Context: an optimization exercise on an open-source flow, tuned for small area. The choices shown serve that exercise and are no tape-out recipe.
The RTL was checked by simulation tests, not by an equivalence proof against the original design.
Power and IR drop assume default switching activity.

**flow/run.sh**
```bash
#!/bin/bash
# synth_recipe.tcl (not shown) runs the flow's synth.tcl, then flattens the netlist and writes it again
# the make line also repeats each setting of config.mk as NAME=value (left out here)
make -C /OpenROAD-flow-scripts/flow DESIGN_CONFIG=/design/flow/config.mk WORK_HOME=/design/flow/orfs CLKGATE_MAP_FILE= SYNTH_SCRIPT=/design/flow/synth_recipe.tcl finish
```
**flow/config.mk**
```make
export PLATFORM = sky130hd
export DESIGN_NAME = cameraFilterTop
export DESIGN_NICKNAME = cameraFilterTop
export VERILOG_FILES = /design/flow/design.v
export SDC_FILE = /design/flow/constraint.sdc
export NUM_CORES = 4
export LEC_CHECK = 0
export CAP_MARGIN = 20
export CORE_MARGIN = 2
export CORE_UTILIZATION = 40
export SLEW_MARGIN = 20
```
**flow/constraint.sdc**
```tcl
create_clock -name core_clock -period 10.0 [get_ports {D5M_PIXLCLK}]
set_input_delay 2.0000 -clock core_clock [delete_from_list [all_inputs] [get_ports {D5M_PIXLCLK}]]
set_output_delay 2.0000 -clock core_clock [all_outputs]
set_load 0.01 [all_outputs]
```
**flow/design.v**
```verilog
package sensorPkg;
  typedef logic [11:0] rawPixel;
  typedef logic [15:0] pixelCoord;
  typedef logic [31:0] frameCount;
  localparam int rawLineLength = 64;
  localparam int grayLineLength = rawLineLength / 2;
endpackage
package filterPkg;
  localparam int grayBits = 12;
  typedef logic [grayBits-1:0] grayPixel;
  typedef logic [107:0] grayWindow;
  localparam grayPixel grayMax = 12'hfff;
  localparam int gaussShift = 4;
  typedef enum logic [2:0] {
    viewGray,
    viewGauss,
    viewVertEdge,
    viewHorizEdge,
    viewBothEdge,
    viewLaplace
  } viewMode;
endpackage
`timescale 1ns/1ps
module frameCapture (
  input  logic                 D5M_PIXLCLK,
  input  logic                 rstN,
  input  sensorPkg::rawPixel   sensorData,
  input  logic                 frameValid,
  input  logic                 lineValid,
  input  logic                 captureStart,
  input  logic                 captureEnd,
  output sensorPkg::rawPixel   rawOut,
  output logic                 rawValid,
  output sensorPkg::pixelCoord column,
  output sensorPkg::pixelCoord row,
  output logic                 frameStart,
  output sensorPkg::frameCount frameTotal,
  output logic                 capturing
);
  sensorPkg::rawPixel   dataReg;
  logic                 fvalReg;
  logic                 lvalReg;
  logic                 startReg;
  logic                 endReg;
  logic                 fvalPrev;
  logic                 lvalPrev;
  logic                 startPending;
  logic                 endPending;
  sensorPkg::pixelCoord colCount;
  sensorPkg::pixelCoord rowCount;
  logic                 frameRise;
  logic                 frameFall;
  logic                 lineFall;
  logic                 sampleValid;
  assign frameRise   = fvalReg && !fvalPrev;
  assign frameFall   = !fvalReg && fvalPrev;
  assign lineFall    = !lvalReg && lvalPrev;
  assign sampleValid = fvalReg && lvalReg;
  always_ff @(posedge D5M_PIXLCLK)
  begin
    dataReg <= sensorData;
    rawOut  <= dataReg;
    if (sampleValid)
    begin
      column <= colCount;
      row    <= rowCount;
    end
  end
  always_ff @(posedge D5M_PIXLCLK or negedge rstN)
  begin
    if (!rstN)
    begin
      fvalReg      <= 1'b0;
      lvalReg      <= 1'b0;
      startReg     <= 1'b0;
      endReg       <= 1'b0;
      fvalPrev     <= 1'b0;
      lvalPrev     <= 1'b0;
      startPending <= 1'b0;
      endPending   <= 1'b0;
      capturing    <= 1'b0;
      frameStart   <= 1'b0;
      rawValid     <= 1'b0;
      frameTotal   <= '0;
      colCount     <= '0;
      rowCount     <= '0;
    end
    else
    begin
      fvalReg  <= frameValid;
      lvalReg  <= lineValid;
      startReg <= captureStart;
      endReg   <= captureEnd;
      fvalPrev <= fvalReg;
      lvalPrev <= lvalReg;
      startPending <= startReg || (startPending && !frameRise);
      endPending   <= endReg || (endPending && !frameFall);
      if (frameRise && startPending)
        capturing <= 1'b1;
      else if (frameFall && endPending)
        capturing <= 1'b0;
      frameStart <= frameRise && (capturing || startPending);
      rawValid   <= capturing && sampleValid;
      if (frameFall && capturing)
        frameTotal <= frameTotal + 1'b1;
      if (!fvalReg)
      begin
        colCount <= '0;
        rowCount <= '0;
      end
      else if (sampleValid)
        colCount <= colCount + 1'b1;
      else if (lineFall)
      begin
        colCount <= '0;
        rowCount <= rowCount + 1'b1;
      end
    end
  end
endmodule
`timescale 1ns/1ps
module bayerGray (
  input  logic                 D5M_PIXLCLK,
  input  logic                 rstN,
  input  sensorPkg::rawPixel   rawIn,
  input  logic                 rawValid,
  input  sensorPkg::pixelCoord column,
  input  sensorPkg::pixelCoord row,
  output filterPkg::grayPixel  grayOut,
  output logic                 grayValid
);
  sensorPkg::rawPixel lineMem [sensorPkg::rawLineLength];
  sensorPkg::rawPixel prevSample;
  logic [$clog2(sensorPkg::rawLineLength)-1:0] colAddr;
  logic [$clog2(sensorPkg::rawLineLength)-1:0] leftAddr;
  logic [13:0] quadSum;
  logic        quadDone;
  assign colAddr  = column[$clog2(sensorPkg::rawLineLength)-1:0];
  assign leftAddr = {colAddr[$clog2(sensorPkg::rawLineLength)-1:1], 1'b0};
  assign quadDone = rawValid && row[0] && column[0];
  assign quadSum = 14'(lineMem[leftAddr]) + 14'(lineMem[colAddr])
                 + 14'(prevSample) + 14'(rawIn);
  always_ff @(posedge D5M_PIXLCLK)
  begin
    if (rawValid)
    begin
      prevSample <= rawIn;
      if (!row[0])
        lineMem[colAddr] <= rawIn;
    end
    if (quadDone)
      grayOut <= quadSum[13:2];
  end
  always_ff @(posedge D5M_PIXLCLK or negedge rstN)
  begin
    if (!rstN)
      grayValid <= 1'b0;
    else
      grayValid <= quadDone;
  end
endmodule
`timescale 1ns/1ps
module windowBuffer #(
  parameter int lineLength = sensorPkg::grayLineLength
) (
  input  logic                 D5M_PIXLCLK,
  input  logic                 rstN,
  input  logic                 frameStart,
  input  filterPkg::grayPixel  pixelIn,
  input  logic                 pixelValid,
  output filterPkg::grayWindow window,
  output logic                 windowValid
);
  filterPkg::grayPixel lineOne [lineLength];
  filterPkg::grayPixel lineTwo [lineLength];
  filterPkg::grayPixel topTap [3];
  filterPkg::grayPixel midTap [3];
  filterPkg::grayPixel botTap [3];
  logic [$clog2(lineLength)-1:0] colCount;
  sensorPkg::pixelCoord          rowCount;
  logic                          lastColumn;
  assign lastColumn = (colCount == $clog2(lineLength)'(lineLength - 1));
  assign window = {topTap[0], topTap[1], topTap[2],
                   midTap[0], midTap[1], midTap[2],
                   botTap[0], botTap[1], botTap[2]};
  always_ff @(posedge D5M_PIXLCLK)
  begin
    if (pixelValid)
    begin
      lineTwo[colCount] <= lineOne[colCount];
      lineOne[colCount] <= pixelIn;
      for (int i = 0; i < 2; i++)
      begin
        topTap[i] <= topTap[i + 1];
        midTap[i] <= midTap[i + 1];
        botTap[i] <= botTap[i + 1];
      end
      topTap[2] <= lineTwo[colCount];
      midTap[2] <= lineOne[colCount];
      botTap[2] <= pixelIn;
    end
  end
  always_ff @(posedge D5M_PIXLCLK or negedge rstN)
  begin
    if (!rstN)
    begin
      colCount    <= '0;
      rowCount    <= '0;
      windowValid <= 1'b0;
    end
    else
    begin
      windowValid <= pixelValid && (colCount >= 2) && (rowCount >= 2);
      if (frameStart)
      begin
        colCount <= '0;
        rowCount <= '0;
      end
      else if (pixelValid)
      begin
        if (lastColumn)
        begin
          colCount <= '0;
          rowCount <= rowCount + 1'b1;
        end
        else
          colCount <= colCount + 1'b1;
      end
    end
  end
endmodule
`timescale 1ns/1ps
module gaussianBlur (
  input  logic                 D5M_PIXLCLK,
  input  logic                 rstN,
  input  filterPkg::grayWindow window,
  input  logic                 windowValid,
  output filterPkg::grayPixel  gaussOut,
  output logic                 gaussValid
);
  filterPkg::grayPixel px [9];
  logic [15:0]         weighted;
  always_comb
  begin
    for (int i = 0; i < 9; i++)
      px[i] = window[(8 - i) * filterPkg::grayBits +: filterPkg::grayBits];
  end
  assign weighted = 16'(px[0]) + 16'(px[2]) + 16'(px[6]) + 16'(px[8])
                  + ((16'(px[1]) + 16'(px[3]) + 16'(px[5]) + 16'(px[7])) << 1)
                  + (16'(px[4]) << 2);
  always_ff @(posedge D5M_PIXLCLK)
  begin
    if (windowValid)
      gaussOut <= filterPkg::grayPixel'(weighted >> filterPkg::gaussShift);
  end
  always_ff @(posedge D5M_PIXLCLK or negedge rstN)
  begin
    if (!rstN)
      gaussValid <= 1'b0;
    else
      gaussValid <= windowValid;
  end
endmodule
`timescale 1ns/1ps
module edgeLaplace (
  input  logic                 D5M_PIXLCLK,
  input  logic                 rstN,
  input  filterPkg::grayWindow window,
  input  logic                 windowValid,
  output filterPkg::grayPixel  vertEdge,
  output filterPkg::grayPixel  horizEdge,
  output filterPkg::grayPixel  laplace,
  output logic                 edgeValid
);
  logic signed [17:0] sx [9];
  logic signed [17:0] vertSum;
  logic signed [17:0] horizSum;
  logic signed [17:0] lapSum;
  function automatic logic [11:0] clampMag(input logic signed [17:0] value);
    logic [17:0] mag;
    mag = value[17] ? 18'(-value) : 18'(value);
    if (mag > 18'(filterPkg::grayMax))
      clampMag = filterPkg::grayMax;
    else
      clampMag = mag[11:0];
  endfunction
  always_comb
  begin
    for (int i = 0; i < 9; i++)
      sx[i] = 18'(window[(8 - i) * filterPkg::grayBits +: filterPkg::grayBits]);
  end
  assign vertSum = (sx[2] + (sx[5] <<< 1) + sx[8]) - (sx[0] + (sx[3] <<< 1) + sx[6]);
  assign horizSum = (sx[6] + (sx[7] <<< 1) + sx[8]) - (sx[0] + (sx[1] <<< 1) + sx[2]);
  assign lapSum = (sx[4] <<< 3)
                - (sx[0] + sx[1] + sx[2] + sx[3] + sx[5] + sx[6] + sx[7] + sx[8]);
  always_ff @(posedge D5M_PIXLCLK)
  begin
    if (windowValid)
    begin
      vertEdge  <= clampMag(vertSum);
      horizEdge <= clampMag(horizSum);
      laplace   <= clampMag(lapSum);
    end
  end
  always_ff @(posedge D5M_PIXLCLK or negedge rstN)
  begin
    if (!rstN)
      edgeValid <= 1'b0;
    else
      edgeValid <= windowValid;
  end
endmodule
`timescale 1ns/1ps
module cameraFilterTop (
  input  logic                 D5M_PIXLCLK,
  input  logic                 rstN,
  input  sensorPkg::rawPixel   sensorData,
  input  logic                 frameValid,
  input  logic                 lineValid,
  input  logic                 captureStart,
  input  logic                 captureEnd,
  input  filterPkg::viewMode   mode,
  output filterPkg::grayPixel  viewPixel,
  output logic                 viewValid,
  output sensorPkg::frameCount frameTotal,
  output logic                 capturing
);
  sensorPkg::rawPixel   rawOut;
  logic                 rawValid;
  sensorPkg::pixelCoord column;
  sensorPkg::pixelCoord row;
  logic                 frameStart;
  filterPkg::grayPixel  grayOut;
  logic                 grayValid;
  filterPkg::grayWindow gaussWindow;
  logic                 gaussWindowValid;
  filterPkg::grayPixel  gaussOut;
  logic                 gaussValid;
  filterPkg::grayWindow edgeWindow;
  logic                 edgeWindowValid;
  filterPkg::grayPixel  vertEdge;
  filterPkg::grayPixel  horizEdge;
  filterPkg::grayPixel  laplace;
  logic                 edgeValid;
  filterPkg::grayPixel  selPixel;
  logic                 selValid;
  frameCapture capture (
    .D5M_PIXLCLK(D5M_PIXLCLK), .rstN(rstN), .sensorData(sensorData),
    .frameValid(frameValid), .lineValid(lineValid),
    .captureStart(captureStart), .captureEnd(captureEnd),
    .rawOut(rawOut), .rawValid(rawValid), .column(column), .row(row),
    .frameStart(frameStart), .frameTotal(frameTotal), .capturing(capturing)
  );
  bayerGray gray (
    .D5M_PIXLCLK(D5M_PIXLCLK), .rstN(rstN), .rawIn(rawOut), .rawValid(rawValid),
    .column(column), .row(row), .grayOut(grayOut), .grayValid(grayValid)
  );
  windowBuffer #(.lineLength(sensorPkg::grayLineLength)) gaussLines (
    .D5M_PIXLCLK(D5M_PIXLCLK), .rstN(rstN), .frameStart(frameStart),
    .pixelIn(grayOut), .pixelValid(grayValid),
    .window(gaussWindow), .windowValid(gaussWindowValid)
  );
  gaussianBlur gauss (
    .D5M_PIXLCLK(D5M_PIXLCLK), .rstN(rstN), .window(gaussWindow),
    .windowValid(gaussWindowValid), .gaussOut(gaussOut), .gaussValid(gaussValid)
  );
  windowBuffer #(.lineLength(sensorPkg::grayLineLength - 2)) edgeLines (
    .D5M_PIXLCLK(D5M_PIXLCLK), .rstN(rstN), .frameStart(frameStart),
    .pixelIn(gaussOut), .pixelValid(gaussValid),
    .window(edgeWindow), .windowValid(edgeWindowValid)
  );
  edgeLaplace edges (
    .D5M_PIXLCLK(D5M_PIXLCLK), .rstN(rstN), .window(edgeWindow),
    .windowValid(edgeWindowValid), .vertEdge(vertEdge), .horizEdge(horizEdge),
    .laplace(laplace), .edgeValid(edgeValid)
  );
  always_comb
  begin
    selPixel = '0;
    selValid = 1'b0;
    case (mode)
      filterPkg::viewGray:
      begin
        selPixel = grayOut;
        selValid = grayValid;
      end
      filterPkg::viewGauss:
      begin
        selPixel = gaussOut;
        selValid = gaussValid;
      end
      filterPkg::viewVertEdge:
      begin
        selPixel = vertEdge;
        selValid = edgeValid;
      end
      filterPkg::viewHorizEdge:
      begin
        selPixel = horizEdge;
        selValid = edgeValid;
      end
      filterPkg::viewBothEdge:
      begin
        selPixel = vertEdge | horizEdge;
        selValid = edgeValid;
      end
      filterPkg::viewLaplace:
      begin
        selPixel = laplace;
        selValid = edgeValid;
      end
      default:
      begin
        selPixel = '0;
        selValid = 1'b0;
      end
    endcase
  end
  always_ff @(posedge D5M_PIXLCLK)
  begin
    if (selValid)
      viewPixel <= selPixel;
  end
  always_ff @(posedge D5M_PIXLCLK or negedge rstN)
  begin
    if (!rstN)
      viewValid <= 1'b0;
    else
      viewValid <= selValid;
  end
endmodule
```
==> metrics.log <==
INFO  metric run_status = finished clean
INFO  metric hpwl = 174.0 mm
INFO  metric post_synth_most_frequent_cells = 2563 x sky130_fd_sc_hd__edfxtp_1, 481 x sky130_fd_sc_hd__mux4_2, 348 x sky130_fd_sc_hd__inv_1, 336 x sky130_fd_sc_hd__nor2_1, 219 x sky130_fd_sc_hd__a22oi_1
INFO  metric layout-drive-gt1-share = 19.20%
INFO  metric final_cell_count_without_fillers = 10670
INFO  metric synth-seq-cells = 2691
INFO  metric post-place-cells = 10130
INFO  metric timing.setup.critical_path_class = flop to flop
INFO  metric synthesis.instances = 6394
INFO  metric final_design_area_no_fill = 0.1299 mm2
INFO  metric end_kind = flop
INFO  metric max_slew_margin = between 20% and 30%
INFO  metric rrSetupSlack = 2630 ps
INFO  metric floorplan.core_area = 0.2828 mm2
INFO  metric synth_largest_type_area_fraction = between 60 and 70%
INFO  metric tritoncts = done
INFO  metric detail-route-antenna-nets = 0
INFO  metric routed_via_density = 5.607
INFO  metric tightest_slew = 1150 ps
INFO  metric synth_largest_area_cell = sky130_fd_sc_hd__edfxtp_1
INFO  metric route.vias.total = 59840
INFO  metric detailedRoute.firstPassIterationCount = 6
INFO  metric p_per_area = 186.0 mW/mm2
INFO  metric dr.first_iter.drc_count = 6439
INFO  metric die-area = between 0.2 and 0.3 mm2
INFO  metric post-route-period-util = about three quarters
INFO  metric postCtsSetupRepairBufs = 0
INFO  metric post_cts_resized = 0
INFO  metric route.detailed.drc = 0
INFO  metric finalClockSkew = around 62 ps
INFO  metric largest_net_degree_at_the_start_of_global_routing = 146
INFO  metric critical_path_peak_fanout = 12
INFO  metric grt_first_pass_wirelength = 417.4 mm
INFO  metric hold_violations = 0
INFO  metric synth_flop_cell = sky130_fd_sc_hd__edfxtp_1
INFO  metric clock-root-buffer = sky130_fd_sc_hd__clkbuf_16
INFO  metric timing.critical_path.arrival = 7940 ps
INFO  metric count_of_final_setup_violators = 0
INFO  metric finish.net_count = slightly above 7000
INFO  metric synth_seq_area_share = a little over two thirds
INFO  metric synthesis.area_per_instance = ~18 um2
INFO  metric rsz0062_at_grt = false
INFO  metric yosysMostFrequentCell = sky130_fd_sc_hd__edfxtp_1
INFO  metric clk_pin_slew_worst_paths = 50 ps
INFO  metric number_of_enable_flip_flop_cells_after_synthesis = 2563
INFO  metric numPortBuffers = 66
INFO  metric ys_top_cells_by_area = sky130_fd_sc_hd__edfxtp_1 68%, sky130_fd_sc_hd__mux4_2 9.5%, sky130_fd_sc_hd__fa_1 3.2%, sky130_fd_sc_hd__ha_1 2.3%, sky130_fd_sc_hd__dfrtp_1 2.2%
INFO  metric clock_sinks = ~2700
INFO  metric post_dp_cell_area = 0.1204 mm2
INFO  metric grt_antenna_before_repair = 9
INFO  metric worstSetupStartpointType = flop
INFO  metric gp_congestion = ~0.86
INFO  metric synthesis.yosys.warnings = 15
INFO  metric io_pins = 67
INFO  metric postCtsHoldBufs = 0
INFO  metric worst_hold_check_path_type = flop to flop
INFO  metric floorplan.rows = 195
INFO  metric area.growth.synth_to_final = 14.00%
INFO  metric fp.dieH = 537.7 um
INFO  metric synth-async-reset-ratio = 3.642%
INFO  metric max_freq = 135.6 MHz
INFO  metric first_global_vias = 60670
INFO  metric power.leakage = 42.57 nW
INFO  metric initial_util = 40.30%
INFO  metric post-layout-total-power = ~24 mW
INFO  metric synthesis.area = between 0.1 and 0.15 mm2
INFO  metric count_of_distinct_cell_types_in_the_synthesized_netlist = 73
INFO  metric fp.dieW = 537.7 um
INFO  metric wl = 287.4 mm
INFO  metric worst_skew_pair.late_latency = between 900 and 1000 ps
INFO  metric fin_max_slew_vios = 0
INFO  metric global_route.overflow_total = 0
INFO  metric timing.max_cap.violations = 0
INFO  metric grt.total_usage = 19.70%
INFO  metric synthesis.nets = 6811
INFO  metric post_drt_wl_per_cell = 26.93 um
INFO  metric fin_crit = 7373 ps
INFO  metric maximum_root_to_sink_buffer_count = 4
INFO  metric cts_made_buffers = 294
INFO  metric fillers = approximately 24000
INFO  metric ir_worst_vdd = 119.8 uV
INFO  metric worstPathRequired = 10560 ps
INFO  metric number_of_levels_in_the_clock_h_tree = 5
INFO  metric final.setup.tns = 0 ps
==> layout make-up <==
class	instances	area, um2	share of cell area, %
flip-flops and latches	2691	80070	61.64
multi-input cells	3089	32240	24.82
clock buffers	388	7935	6.109
well taps	3743	4683	3.605
repair buffers	266	2342	1.803
clock inverters	144	1316	1.013
inverters	348	1306	1.006
diodes	3	7.507	0.005779
==> power breakdown <==
part	total [mW]	internal, mW	switching [mW]
logic	1.29	0.534	0.760
clock network	10.5	5.99	4.48
registers	12.4	12.3	0.0552
total	24.2	18.9	5.29
==> sequential cells by signal (all words and copies together), names as in the netlist, 16 cells and up, named ones only <==
name and cells:
gray.lineMem 768, gaussLines.lineOne 384, gaussLines.lineTwo 384, edgeLines.lineOne 360, edgeLines.lineTwo 360, edgeLines.botTap 36
edgeLines.midTap 36, edgeLines.topTap 36, gaussLines.botTap 36, gaussLines.midTap 36, gaussLines.topTap 36, capture.frameTotal 32
edgeLines.rowCount 16, gaussLines.rowCount 16
==> through the flow <==
step,hold WS [ps],util (%),setup WS [ps]
global route,331.3,45.94,2145
detailed placement,312.0,42.57,2674
finish,324.7,45.94,2627
CTS,325.5,45.85,2666
global placement,314.1,42.53,2630
floorplan,309.6,-,3435
==> kinds of logic (layout without fill, tap and decap cells) <==
group | Yosys count | in the layout | synth area share (%)
AOI/OAI and AO/OA | 869 | 869 | 5.024
xor gates and xnor gates | 222 | 222 | 1.706
adders and majority gates | 396 | 396 | 5.561
buffers and inverters | 614 | 1146 | 2.039
DFF | 2691 | 2691 | 70.22
muxes | 747 | 747 | 11.93
other | 0 | 3 | 0
and+or+nand+nor | 855 | 855 | 3.514
==> layer usage <==
layer	vias to the layer above	track usage, %	wire [um]
met5	-	0	0
met4	0	5.360	7394
met3	422	2.972	19230
met2	2067	31.53	137000
met1	31520	28.16	123800
li1	25820	-	-
==> cell usage in the layout, fill, tap and decap left out, drive strengths merged, types with 15 or more instances in the layout <==
| cell | instances |
|---|---|
| edfxtp | 2563 |
| mux4 | 481 |
| clkbuf | 388 |
| inv | 358 |
| nor2 | 336 |
| a22oi | 219 |
| ha | 212 |
| buf | 203 |
| o21ai | 189 |
| mux2i | 185 |
| fa | 184 |
| a21oi | 184 |
| nand2 | 183 |
| xnor2 | 146 |
| clkinv | 112 |
| dfrtp | 98 |
| nand3 | 81 |
| mux2 | 81 |
| xor2 | 76 |
| nand4 | 65 |
| clkdlybuf4s50 | 63 |
| a221oi | 50 |
| a21o | 34 |
| o21bai | 32 |
| nor3 | 31 |
| o211ai | 30 |
| dfxtp | 30 |
| a211oi | 28 |
| nor2b | 27 |
| and3 | 22 |
| nand2b | 19 |
| or3 | 17 |
| o22ai | 15 |
==> worst max-delay path, cell delays in order, from the launching register on <==
cell and delay, ps:
sky130_fd_sc_hd__edfxtp_1 430, sky130_fd_sc_hd__ha_1 210, sky130_fd_sc_hd__inv_1 60, sky130_fd_sc_hd__fa_1 400, sky130_fd_sc_hd__nor2b_1 130, sky130_fd_sc_hd__o21ai_0 110
sky130_fd_sc_hd__a21boi_0 440, sky130_fd_sc_hd__o21ai_0 190, sky130_fd_sc_hd__a21boi_0 290, sky130_fd_sc_hd__o21ai_0 150, sky130_fd_sc_hd__a21boi_0 410, sky130_fd_sc_hd__nor2_1 170
sky130_fd_sc_hd__fa_1 540, sky130_fd_sc_hd__inv_1 50, sky130_fd_sc_hd__fa_1 470, sky130_fd_sc_hd__inv_1 40, sky130_fd_sc_hd__ha_1 360, sky130_fd_sc_hd__a21o_1 220
sky130_fd_sc_hd__a21o_1 190, sky130_fd_sc_hd__a31oi_1 310, sky130_fd_sc_hd__o21ai_1 230, sky130_fd_sc_hd__nor2_1 220, sky130_fd_sc_hd__mux2_2 370, sky130_fd_sc_hd__mux4_2 490
sky130_fd_sc_hd__a21oi_2 430, sky130_fd_sc_hd__o211ai_1 160
==> path summary, 6_finish.rpt <==
check,from,to,cells past startpoint
max in group asynchronous,rstN,gauss.gaussValid$_DFF_PN0_,2
hold reg to reg,capture.dataReg[11]$_DFF_P_,capture.rawOut[11]$_DFF_P_,0
hold / removal,capture.dataReg[11]$_DFF_P_,capture.rawOut[11]$_DFF_P_,0
setup reg to reg,edgeLines.topTap[2][1]$_DFFE_PP_,edges.vertEdge[1]$_SDFFCE_PN1P_,25
setup / recovery,edgeLines.topTap[2][1]$_DFFE_PP_,edges.vertEdge[1]$_SDFFCE_PN1P_,25
min in group asynchronous,rstN,capture.startReg$_DFF_PN0_,1

-- what the ideal ports hide --
No port has a modelled driver above. Below, the same layout with a new extraction and two added sets of constraints. Step 1, drivers: a clkbuf_16 drives D5M_PIXLCLK and a buf_2 each remaining input, both assumed. Step 2 also shifts input and output timing later by t, the mid clock arrival at the registers, as if the neighbouring blocks saw the same clock. Slacks: ideal ports / drivers / drivers and shift; pairs: ideal ports / drivers.
t, ns: 0.964
setup slack, ns: 2.627 / 2.627 / 2.627
hold slack, ns: 0.325 / 0.325 / 0.325
clock arrival spread, ns: 0.071 / 0.071
After both steps setup and hold are still met in this run. The setup slack of this run moves by 0.000 ns with the drivers and by 0.000 ns with both steps.
